Background: an optimization exercise with open tools, aiming at small area. Do not read the settings as production practice.
Where RTL was checked, it was by simulation tests only, not by an equivalence proof against the original.
Power figures rest on the tool's default switching activity, not on a simulated workload.

// yuv420_fb_reader
module yuv420_fb_reader #(
    parameter int unsigned WIDTH  = 640,
    parameter int unsigned HEIGHT = 480,
    parameter int unsigned Y_AW   = 16,
    parameter int unsigned C_AW   = 13
) (
    input  logic                MIPI_PIXEL_CLK,
    input  logic                RESET_N,
    input  logic                frame_start,
    output logic                busy,
    output logic                frame_done,
    output logic [Y_AW-1:0]     y_rdaddress,
    input  logic [yuv_fb_pkg::Y_WORD_W-1:0] y_q,
    output logic [C_AW-1:0]     u_rdaddress,
    input  logic [yuv_fb_pkg::C_WORD_W-1:0] u_q,
    output logic [C_AW-1:0]     v_rdaddress,
    input  logic [yuv_fb_pkg::C_WORD_W-1:0] v_q,
    output logic                pix_valid,
    input  logic                pix_ready,
    output logic [7:0]          pix_y,
    output logic [7:0]          pix_u,
    output logic [7:0]          pix_v,
    output logic                pix_sof,
    output logic                pix_eol
);
For scale: ~440 cells after synthesis, roughly 400 I/O pins, about 3800 um2 of cells after synthesis.
export LEC_CHECK = 0
export CAP_MARGIN = 0
export CORE_AREA = 2.5 2.5 137.5 89.5
export DIE_AREA = 0 0 140 92
export SLEW_MARGIN = 0
create_clock -name core_clock -period 5.0 [get_ports {MIPI_PIXEL_CLK}]
standard.sh (not shown) runs the stock make flow with config.mk's settings and CLKGATE_MAP_FILE= SYNTH_SCRIPT=/design/flow/synth_recipe.tcl, a recipe that flattens the netlist after the stock synthesis.
==> flow/flow/run.sh <==
#!/bin/bash
# ORFS layout with these changes:
#  - synthesis maps logic with an area-oriented ABC script (flow/abc_area.script)
#    in place of ORFS's speed script; everything else in synthesis, including
#    the standard flow's synthesis wrapper (flatten, renames) and the flip-flop mapping,
#    is unchanged;
#  - port buffering uses the smallest buffer cell (buf_1);
#  - clock tree synthesis uses small clock buffers and no dummy load cells.
# Each step's full output is in orfs/logs/; the make output is in synth.log and
# layout.log here.
set -euo pipefail
rm -rf scripts_area
cp -r "$FLOW_HOME/scripts" scripts_area
cp flow/abc_area.script scripts_area/abc_speed.script
bash standard.sh "SCRIPTS_DIR=$PWD/scripts_area" synth > synth.log 2>&1
bash standard.sh \
  "BUFFER_PORTS_ARGS=-buffer_cell sky130_fd_sc_hd__buf_1" \
  "CTS_ARGS=-sink_clustering_enable -repair_clock_nets -dont_use_dummy_load -buf_list {sky130_fd_sc_hd__clkbuf_4 sky130_fd_sc_hd__clkbuf_8}" \
  finish > layout.log 2>&1
==> flow/flow/abc_area.script <==
strash
&get -n
&st
&dch
&nf -R 1000
&put
strash
&get -n
&st
&dch
&nf -R 1000
&put
Rerun with:
==> flow/flow/run.sh (replaced) <==
#!/bin/bash
# ORFS layout with two changes:
#  - synthesis maps logic with an area-oriented ABC script (flow/abc_area.script)
#    in place of ORFS's speed script; everything else in synthesis, including
#    the standard flow's synthesis wrapper (flatten, renames) and the flip-flop mapping,
#    is unchanged;
#  - port buffering uses the smallest buffer cell (buf_1).
# Each step's full output is in orfs/logs/; the make output is in synth.log and
# layout.log here.
set -euo pipefail
rm -rf scripts_area
cp -r "$FLOW_HOME/scripts" scripts_area
cp flow/abc_area.script scripts_area/abc_speed.script
bash standard.sh "SCRIPTS_DIR=$PWD/scripts_area" synth > synth.log 2>&1
bash standard.sh \
  "BUFFER_PORTS_ARGS=-buffer_cell sky130_fd_sc_hd__buf_1" \
  finish > layout.log 2>&1
==> flow/flow/abc_area.script (replaced) <==
strash
&get -n
&st
&dch
&nf -R 1000
&put
--- a/flow/config.mk
+++ b/flow/config.mk
@@ -7,5 +7,8 @@
 export LEC_CHECK = 0
-export CAP_MARGIN = 0
+export CAP_MARGIN = 20
 export CORE_AREA = 2.5 2.5 137.5 89.5
+export CTS_BUF_LIST = sky130_fd_sc_hd__clkbuf_4 sky130_fd_sc_hd__clkbuf_8
+export CTS_CLUSTER_DIAMETER = 200
+export CTS_CLUSTER_SIZE = 30
 export DIE_AREA = 0 0 140 92
-export SLEW_MARGIN = 0
+export SLEW_MARGIN = 20
Flip-flop and latch count is unchanged. Clock power went up by a few percent. Cell area is about the same. Routed wire length went down slightly. Maximum frequency went up slightly.

== yarrow ==
yuv420_fb_reader, a different RTL version from the one above (not shown whole).
For scale: roughly 510 cells after synthesis, roughly 4200 sq um of cells after synthesis.
Settings: LEC_CHECK=0, CAP_MARGIN=20, CORE_AREA=2.5 2.5 93.5 93.5, DIE_AREA=0 0 96 96, PLACE_DENSITY=0.7, SLEW_MARGIN=20, SYNTH_HIERARCHICAL=1, SYNTH_MINIMUM_KEEP_SIZE=0; clock period 5.0 ns.
==> flow/flow/run.sh <==
#!/bin/bash
# Standard ORFS layout with two changes: port buffering uses the smallest
# buffer cell (buf_1) instead of the one buffer_ports picks itself, and pins
# may sit one routing track apart so that the 403 ports fit a small die.
set -euo pipefail
bash standard.sh \
  "BUFFER_PORTS_ARGS=-buffer_cell sky130_fd_sc_hd__buf_1" \
  "PLACE_PINS_ARGS=-min_distance 1 -min_distance_in_tracks" \
  finish > standard_flow.log 2>&1
yarrow: it failed with a tool error in global routing (5_1_grt), so there are no final results.
> inputs changed (yarrow -> umber)
- CORE_UTILIZATION now 40, previously not set
- CORE_MARGIN now 2, previously not set
- DIE_AREA no longer set, was 0 0 96 96
- CORE_AREA no longer set, was 2.5 2.5 93.5 93.5
- PLACE_DENSITY no longer set, was 0.7
==> flow/flow/run.sh <==
#!/bin/bash
# Standard ORFS layout; the only change is that port buffering uses the
# smallest buffer cell (buf_1) instead of the one buffer_ports picks itself.
set -euo pipefail
bash standard.sh "BUFFER_PORTS_ARGS=-buffer_cell sky130_fd_sc_hd__buf_1" finish > standard_flow.log 2>&1
umber did not make it past I/O pin placement (3_2_place_iop), where a tool error ended it.
[compare] base=yarrow new=umber: width of the die has increased, post-synthesis sequential element count has remained practically unchanged, register area share after synthesis has remained practically unchanged.
Comparing yarrow against umber, there is no change at all in net count of the mapped netlist.
Synthesized cell area: umber vs yarrow identical
Compared with yarrow, in umber synthesized cell count level; initial cell density of the core now smaller.
No functional check of the RTL was part of any run of this note.

Another version of the RTL of yuv420_fb_reader (not shown whole).
For scale: ~430 cells after synthesis, about 41 flip-flops.
export LEC_CHECK = 0
export CAP_MARGIN = 0
export CORE_AREA = 2.5 2.5 137.5 89.5
export DIE_AREA = 0 0 140 92
export SLEW_MARGIN = 0
create_clock -name core_clock -period 5.0 [get_ports {MIPI_PIXEL_CLK}]
==> flow/flow/run.sh <==
#!/bin/bash
# ORFS layout with these changes:
#  - synthesis maps logic with an area-oriented ABC script (flow/abc_area.script)
#    in place of ORFS's speed script; everything else in synthesis, including
#    the standard flow's synthesis wrapper (flatten, renames) and the flip-flop mapping,
#    is unchanged;
#  - port buffering uses the smallest buffer cell (buf_1);
#  - clock tree synthesis uses small clock buffers and no dummy load cells;
#  - timing-driven global placement does not keep its trial buffering.
# Each step's full output is in orfs/logs/; the make output is in synth.log and
# layout.log here.
set -euo pipefail
rm -rf scripts_area
cp -r "$FLOW_HOME/scripts" scripts_area
cp flow/abc_area.script scripts_area/abc_speed.script
bash standard.sh "SCRIPTS_DIR=$PWD/scripts_area" synth > synth.log 2>&1
bash standard.sh \
  "BUFFER_PORTS_ARGS=-buffer_cell sky130_fd_sc_hd__buf_1" \
  "GPL_KEEP_OVERFLOW=0" \
  "CTS_ARGS=-sink_clustering_enable -repair_clock_nets -dont_use_dummy_load -buf_list {sky130_fd_sc_hd__clkbuf_4 sky130_fd_sc_hd__clkbuf_8}" \
  finish > layout.log 2>&1
==> flow/flow/abc_area.script <==
strash
&get -n
&st
&dch
&nf -R 1000
&put
strash
&get -n
&st
&dch
&nf -R 1000
&put
The first run reached the layout checks and failed them: capacitance limit, slew limit.
==> next run, changes <==
Settings changed: CAP_MARGIN 0 to 10, CORE_AREA 2.5 2.5 137.5 89.5 to 2.5 2.5 147.5 67.5, DIE_AREA 0 0 140 92 to 0 0 150 70, SLEW_MARGIN 0 to 10.
- Now the flow finished with timing, DRC and antenna clean
- worst setup slack improves by 0.057 ns
- via count climbs by 2.2%
- design area shrinks by 0.66%
==> next run, changes <==
--- a/flow/flow/run.sh
+++ b/flow/flow/run.sh
@@ -2,7 +2,8 @@
 # ORFS layout with these changes:
 #  - synthesis maps logic with an area-oriented ABC script (flow/abc_area.script)
-#    in place of ORFS's speed script; everything else in synthesis, including
-#    the standard flow's synthesis wrapper (flatten, renames) and the flip-flop mapping,
-#    is unchanged;
+#    in place of ORFS's speed script, and leaves adders to ABC instead of
+#    pre-mapping them to half/full-adder cells; everything else in synthesis,
+#    including the standard flow's synthesis wrapper (flatten, renames) and the flip-flop
+#    mapping, is unchanged;
 #  - port buffering uses the smallest buffer cell (buf_1);
 #  - clock tree synthesis uses small clock buffers and no dummy load cells;
@@ -14,5 +15,5 @@
 cp -r "$FLOW_HOME/scripts" scripts_area
 cp flow/abc_area.script scripts_area/abc_speed.script
-bash standard.sh "SCRIPTS_DIR=$PWD/scripts_area" synth > synth.log 2>&1
+bash standard.sh "SCRIPTS_DIR=$PWD/scripts_area" "ADDER_MAP_FILE=" synth > synth.log 2>&1
 bash standard.sh \
   "BUFFER_PORTS_ARGS=-buffer_cell sky130_fd_sc_hd__buf_1" \
==> flow/flow/abc_area.script (replaced) <==
strash
&get -n
&st
&dch
&nf -R 1000
&put
Settings changed: CORE_AREA 2.5 2.5 147.5 67.5 to 2.5 2.5 137.5 89.5, DIE_AREA 0 0 150 70 to 0 0 140 92.
Wire length shrinks by a little under a tenth.
First-iteration DRC count shrinks by about a fifth.
Count of clock-buffer cells in the layout is unchanged.
Clock skew rose by 0.0057 ns.
==> next run, changes <==
==> flow/flow/run.sh (replaced) <==
#!/bin/bash
# ORFS layout with these changes:
#  - synthesis maps logic with an area-oriented ABC script (flow/abc_area.script)
#    in place of ORFS's speed script; everything else in synthesis, including
#    the standard flow's synthesis wrapper (flatten, renames) and the flip-flop mapping,
#    is unchanged;
#  - port buffering uses the smallest buffer cell (buf_1);
#  - clock tree synthesis uses small clock buffers and no dummy load cells;
#  - timing-driven global placement does not keep its trial buffering;
#  - repair may resize a gate to a cell of another footprint (MATCH_CELL_FOOTPRINT=0).
# Each step's full output is in orfs/logs/; the make output is in synth.log and
# layout.log here.
set -euo pipefail
rm -rf scripts_area
cp -r "$FLOW_HOME/scripts" scripts_area
cp flow/abc_area.script scripts_area/abc_speed.script
bash standard.sh "SCRIPTS_DIR=$PWD/scripts_area" synth > synth.log 2>&1
bash standard.sh \
  "BUFFER_PORTS_ARGS=-buffer_cell sky130_fd_sc_hd__buf_1" \
  "GPL_KEEP_OVERFLOW=0" \
  "MATCH_CELL_FOOTPRINT=0" \
  "CTS_ARGS=-sink_clustering_enable -repair_clock_nets -dont_use_dummy_load -buf_list {sky130_fd_sc_hd__clkbuf_4 sky130_fd_sc_hd__clkbuf_8}" \
  finish > layout.log 2>&1
==> flow/flow/abc_area.script (replaced) <==
strash
&get -n
&st
&dch
&nf -R 1000
&put
strash
&get -n
&st
&dch
&nf -R 1000
&put
Settings changed: CORE_AREA 2.5 2.5 137.5 89.5 to 2.5 2.5 147.5 67.5, DIE_AREA 0 0 140 92 to 0 0 150 70.
Result: Total power came out higher slightly. Global-route usage came out higher by 11 points. Worst setup slack got worse by 0.040 ns. Die area came out lower by about a fifth. Non-clock buffer count came out lower by 7. Final area came out lower slightly.

-- what the ideal ports hide --
The flow's constraints put no driver on any port. The routed layouts listed below were extracted and timed again, unchanged, in two steps.
Step 1 assumes that a clkbuf_16 drives the clock port and a buf_2 every other input.
Step 2 times the ports against the registers' clock, not the clock port: input delays grow and output delays shrink by t, the midpoint of the rising clock arrivals with the driver on.
a / b / c = no drivers / after step 1 / after step 2; a / b = the first two.
run | t, ns | slack for setup (ns) | hold WS [ns] | worst setup path at the end | worst data-port slew with drivers (ns)
the first run of note 1 | 0.328 | 0.389 / 0.351 / 0.351 | 0.473 / 0.473 / 0.473 | input to output | 0.08
the second run of note 1 | 0.321 | 0.463 / 0.426 / 0.426 | 0.461 / 0.461 / 0.461 | input to output | 0.09
the first run of note 3 | 0.321 | 0.350 / 0.308 / 0.308 | 0.453 / 0.453 / 0.453 | input to output | 0.10
the second run of note 3 | 0.326 | 0.407 / 0.376 / 0.422 | 0.451 / 0.451 / 0.451 | input to output | 0.17
the third run of note 3 | 0.327 | 0.447 / 0.411 / 0.411 | 0.463 / 0.463 / 0.463 | input to output | 0.10
the fourth run of note 3 | 0.326 | 0.407 / 0.376 / 0.422 | 0.451 / 0.451 / 0.451 | input to output | 0.17
The setup slack of the first run of note 3, which loses most, moves by -0.042 ns with the drivers and by -0.042 ns with both steps.
